From an optimization exercise on the open Yosys and OpenROAD flow, aimed at small area; shortcuts taken in it are not production practice. Only simulation tests tie the RTL to the original design; equivalence was not proved. No activity file was given, so power comes from the tool's default toggle rates.

Setup of run 1:
// rvvi_trace_top
module rvvi_trace_top (
   input  logic                                                        rvvi,
   input  logic                                                        rst_n_i,
   input  logic                                                        rvfi_valid_i,
   input  logic [rvvi_trace_pkg::ORDER_W-1:0]                          rvfi_order_i,
   input  logic [rvvi_trace_pkg::XLEN-1:0]                             rvfi_insn_i,
   input  logic [rvvi_trace_pkg::XLEN-1:0]                             rvfi_pc_rdata_i,
   input  logic                                                        rvfi_trap_i,
   input  logic                                                        rvfi_trap_exception_i,
   input  logic                                                        rvfi_trap_debug_i,
   input  logic [rvvi_trace_pkg::EXC_CAUSE_W-1:0]                      rvfi_exc_cause_i,
   input  logic [rvvi_trace_pkg::DBG_CAUSE_W-1:0]                      rvfi_dbg_cause_i,
   input  logic                                                        rvfi_intr_i,
   input  logic                                                        rvfi_intr_interrupt_i,
   input  logic [rvvi_trace_pkg::INTR_CAUSE_W-1:0]                     rvfi_intr_cause_i,
   input  logic                                                        rvfi_nmip_i,
   input  logic [rvvi_trace_pkg::GPR_AW-1:0]                           rvfi_rd_addr_i,
   input  logic [rvvi_trace_pkg::XLEN-1:0]                             rvfi_rd_wdata_i,
   input  logic [rvvi_trace_pkg::NUM_CSR-1:0][rvvi_trace_pkg::XLEN-1:0] csr_rdata_i,
   input  logic [rvvi_trace_pkg::NUM_CSR-1:0][rvvi_trace_pkg::XLEN-1:0] csr_wdata_i,
   input  logic [rvvi_trace_pkg::NUM_CSR-1:0][rvvi_trace_pkg::XLEN-1:0] csr_rmask_i,
   input  logic [rvvi_trace_pkg::NUM_CSR-1:0][rvvi_trace_pkg::XLEN-1:0] csr_wmask_i,
   input  logic [rvvi_trace_pkg::GPR_AW-1:0]                           gpr_raddr_i,
   output logic                                                        retire_valid_o,
   output logic [rvvi_trace_pkg::XLEN-1:0]                             retire_count_o,
   output logic [rvvi_trace_pkg::XLEN-1:0]                             insn_o,
   output logic [rvvi_trace_pkg::XLEN-1:0]                             pc_o,
   output logic                                                        trap_o,
   output logic [rvvi_trace_pkg::NUM_CSR-1:0][rvvi_trace_pkg::XLEN-1:0] csr_value_o,
   output logic [rvvi_trace_pkg::NUM_CSR-1:0]                          csr_wb_o,
   output logic [rvvi_trace_pkg::XLEN-1:0]                             gpr_rdata_o,
   output logic [rvvi_trace_pkg::GPR_NUM-1:0]                          gpr_wb_o,
   output logic                                                        nmi_o,
   output logic [rvvi_trace_pkg::INTR_CAUSE_W-1:0]                     nmi_cause_o,
   output logic                                                        ibus_fault_o
);
clock: 6.0 ns
lec_check: 0
abc_area: 1
cap_margin: 20
core_margin: 2
core_utilization: 35
slew_margin: 20
standard.sh (not shown) runs the stock make flow with config.mk's settings and CLKGATE_MAP_FILE= SYNTH_SCRIPT=/design/flow/synth_recipe.tcl, a recipe that flattens the netlist after the stock synthesis.
==> flow/flow/run.sh <==
#!/bin/bash
# Own layout flow: the standard ORFS flow, step by step, with
#  - synthesis as standard, except that ABC maps the logic with the area
#    oriented script in flow/abc_area.script (registers are mapped before
#    ABC runs, so they come out as in the standard synthesis)
#  - port buffers made of the smallest buffer (buf_1) instead of clkdlybuf4s50_1
#  - clock tree synthesis without dummy loads
# Each step's full output goes to its own log file in the work folder.
set -euo pipefail
W=$(pwd)
sed "s#log_cmd abc {\*}\$abc_args#log_cmd abc {*}[lreplace \$abc_args 0 1 -script $W/flow/abc_area.script]#" \
  "$FLOW_HOME/scripts/synth.tcl" > "$W/own_synth.tcl"
grep -q "abc_area.script\]" "$W/own_synth.tcl"
sed "s#\$::env(SCRIPTS_DIR)/synth.tcl#$W/own_synth.tcl#" "$W/synth_recipe.tcl" > "$W/own_synth_recipe.tcl"
grep -q "own_synth.tcl" "$W/own_synth_recipe.tcl"
KNOBS=(
  "SYNTH_SCRIPT=$W/own_synth_recipe.tcl"
  "BUFFER_PORTS_ARGS=-buffer_cell sky130_fd_sc_hd__buf_1"
  "CTS_ARGS=-sink_clustering_enable -repair_clock_nets -dont_use_dummy_load"
)
for step in synth floorplan place cts route finish; do
  bash standard.sh "${KNOBS[@]}" "$step" > "flow_${step}.log" 2>&1
done
test -f out/final.def
==> flow/flow/abc_area.script <==
strash
&get -n
&fraig -x
&put
scorr
dc2
dretime
strash
&get -n
&dch -f
&nf
&put
Changes in run 2 relative to run 1:
Settings: a change of CAP_MARGIN from 20 to 10; a change of SLEW_MARGIN from 20 to 10.
-- flow/flow/run.sh --
<<< run 1, line 7
#  - clock tree synthesis without dummy loads
>>> run 2, line 7
#  - clock tree synthesis without dummy loads, with clkbuf_8 only,
#    in clusters of up to 16 sinks within 60 um
<<< run 1, line 19
  "CTS_ARGS=-sink_clustering_enable -repair_clock_nets -dont_use_dummy_load"
>>> run 2, line 20
  "CTS_ARGS=-sink_clustering_enable -repair_clock_nets -dont_use_dummy_load -sink_clustering_size 16 -sink_clustering_max_diameter 60 -buf_list {sky130_fd_sc_hd__clkbuf_8}"
[summary]
Run 2 completed; timing, DRC and antenna clean. As far as synthesized cell count goes, run 2 and run 1 are indistinguishable; the numbers are identical. Between run 1 and run 2, the minimum clock period after layout does not differ in any meaningful way. Any difference in cell count after placement between run 1 and run 2 is small enough to ignore. Across both runs, number of global-route vias before repair was lower for run 2 than for run 1. Compared run 1 against run 2; post-detailed-routing wire length within noise. Combinational share of power in run 2 vs run 1: up 1.5 points. Summary — cell area after layout, run 2 relative to run 1: lower, by 2000 um2. From run 1 to run 2 the numbers moved as follows: final worst-path cycle share held, met2 layer wire length in the routed design shows a reduction of 760 um, utilization -1.5 points.
Setup changes, run 2 to run 3
Settings: CORE_UTILIZATION now 60, was 35; SLEW_MARGIN now 20, was 10; PLACE_DENSITY now 0.75, previously not set; CAP_MARGIN now 20, was 10.
==> flow/flow/run.sh <==
#!/bin/bash
# Own layout flow: the standard ORFS flow, step by step, with
#  - port buffers made of the smallest buffer (buf_1) instead of clkdlybuf4s50_1
#  - clock tree synthesis without dummy loads
# Each step's full output goes to its own log file in the work folder.
set -euo pipefail
KNOBS=(
  "BUFFER_PORTS_ARGS=-buffer_cell sky130_fd_sc_hd__buf_1"
  "CTS_ARGS=-sink_clustering_enable -repair_clock_nets -dont_use_dummy_load"
)
for step in synth floorplan place cts route finish; do
  bash standard.sh "${KNOBS[@]}" "$step" > "flow_${step}.log" 2>&1
done
test -f out/final.def
removed: flow/flow/abc_area.script
Notes after the runs:
Of run 2 and run 3, run 3 shows the lower distinct cell type count of the synthesized netlist, with run 2 above it. Run 3 did not finish; the tool stopped in I/O pin placement (3_2_place_iop) with error PPL-0024. Number of cell rows for run 3 is lower than for run 2. Note that the area of the mapped netlist recorded for run 2 amounts to 0.921 times the value seen in run 3.
Input-level comparison between run 4 and run 3:
Settings: CORE_UTILIZATION: 60 -> 55; PLACE_DENSITY: 0.75 -> unset; ABC_AREA: 1 -> unset; SLEW_MARGIN: 20 -> 10; CAP_MARGIN: 20 -> 10.
-- flow/flow/run.sh --
<<< run 3, line 3
>>> run 4, line 3
#  - synthesis as standard, except that ABC maps the logic with the area
#    oriented script in flow/abc_area.script (registers are mapped before
#    ABC runs, so they come out as in the standard synthesis)
<<< run 3, line 4
#  - clock tree synthesis without dummy loads
>>> run 4, line 7
#  - clock tree synthesis without dummy loads, with clkbuf_4 and clkbuf_8 only,
#    in clusters of up to 20 sinks within 60 um
#  - pins one routing track apart instead of two, so that the die can be
#    smaller than the pin count would otherwise allow
<<< run 3, line 7
>>> run 4, line 13
W=$(pwd)
sed "s#log_cmd abc {\*}\$abc_args#log_cmd abc {*}[lreplace \$abc_args 0 1 -script $W/flow/abc_area.script]#" \
  "$FLOW_HOME/scripts/synth.tcl" > "$W/own_synth.tcl"
grep -q "abc_area.script\]" "$W/own_synth.tcl"
sed "s#\$::env(SCRIPTS_DIR)/synth.tcl#$W/own_synth.tcl#" "$W/synth_recipe.tcl" > "$W/own_synth_recipe.tcl"
grep -q "own_synth.tcl" "$W/own_synth_recipe.tcl"
<<< run 3, line 8
>>> run 4, line 20
  "SYNTH_SCRIPT=$W/own_synth_recipe.tcl"
  "PLACE_PINS_ARGS=-min_distance 1 -min_distance_in_tracks"
<<< run 3, line 9
  "CTS_ARGS=-sink_clustering_enable -repair_clock_nets -dont_use_dummy_load"
>>> run 4, line 23
  "CTS_ARGS=-sink_clustering_enable -repair_clock_nets -dont_use_dummy_load -sink_clustering_size 20 -sink_clustering_max_diameter 60 -buf_list {sky130_fd_sc_hd__clkbuf_4 sky130_fd_sc_hd__clkbuf_8}"
==> flow/flow/abc_area.script (new file) <==
strash
&get -n
&fraig -x
&put
scorr
dc2
dretime
strash
&get -n
&dch -f
&nf
&put
## What came out
- The distinct cell type count after synthesis in run 4 sits about 11% above the value recorded for run 3.
- Going from run 3 to run 4, xor and xnor area share after synthesis saw little to no change, synthesized area lower, synthesized-area fraction occupied by and/or/nand/nor cells lost 9.3 points, number of rows created at floorplan went up by 1, chip height held.
- Taking run 3 as the reference, in run 4 number of cells produced by synthesis down 1596; average footprint of a synthesized cell moved up.
- Not one of run 3 and run 4 finished clean.
- Run status, run 3: aborted in I/O pin placement (3_2_place_iop), error PPL-0024
Edits applied to the flow inputs when going from run 4 to run 5:
Settings: an added ABC_AREA of 1; a change of CORE_UTILIZATION from 55 to 35.
-- flow/flow/run.sh --
<<< run 4, line 7
#  - clock tree synthesis without dummy loads, with clkbuf_4 and clkbuf_8 only,
#    in clusters of up to 20 sinks within 60 um
#  - pins one routing track apart instead of two, so that the die can be
#    smaller than the pin count would otherwise allow
>>> run 5, line 7
#  - clock tree synthesis without dummy loads, with clkbuf_4 and clkbuf_8 only
<<< run 4, line 21
  "PLACE_PINS_ARGS=-min_distance 1 -min_distance_in_tracks"
>>> run 5, line 18
<<< run 4, line 23
  "CTS_ARGS=-sink_clustering_enable -repair_clock_nets -dont_use_dummy_load -sink_clustering_size 20 -sink_clustering_max_diameter 60 -buf_list {sky130_fd_sc_hd__clkbuf_4 sky130_fd_sc_hd__clkbuf_8}"
>>> run 5, line 19
  "CTS_ARGS=-sink_clustering_enable -repair_clock_nets -dont_use_dummy_load -buf_list {sky130_fd_sc_hd__clkbuf_4 sky130_fd_sc_hd__clkbuf_8}"
## What came out
- Per the final summary, run 5 finished and its layout is clean on timing, DRC and antenna.
- Cmp run 5 vs run 4: half-perimeter wire length of the detailed placement result higher in run 5
- In run 5 the number of placed instances with taps included turned out 647 higher than in run 4.
- Run 4 → run 5: number of H-tree branching levels increased 1, placer congestion estimate decreased 4.9%, count of flip-flops with a built-in enable after synthesis saw little to no change.

re-timing with driven ports:
In the flow no input, the clock included, has a driving cell. The finished layouts below were timed again as built, in two steps. Step 1 sets driving cells, clkbuf_16 on the clock port and buf_2 on the other inputs (assumed; they add their load-dependent delay and slew). Step 2 adds t to the input delays and takes it off the output delays; t is the mean of the earliest and latest rising clock arrival at the registers after step 1. Input paths then give back, and output paths get back, about the clock's delay inside the block. a / b / c = no drivers / after step 1 / after step 2; a / b = the first two.
run | shift t [ns] | slack for setup (ns) | latest minus earliest clock arrival (ns) | worst data-port slew with drivers (ns)
run 1 | 0.807 | 0.577 / 0.532 / 0.297 | 0.086 / 0.086 | 0.52
run 2 | 0.881 | 0.580 / 0.526 / 0.385 | 0.157 / 0.156 | 0.54
run 5 | 0.935 | 0.613 / 0.559 / 0.214 | 0.154 / 0.154 | 0.52
After both steps setup and hold are still met in every run listed. The setup slack of run 5, which loses most, moves by -0.054 ns with the drivers and by -0.399 ns with both steps.
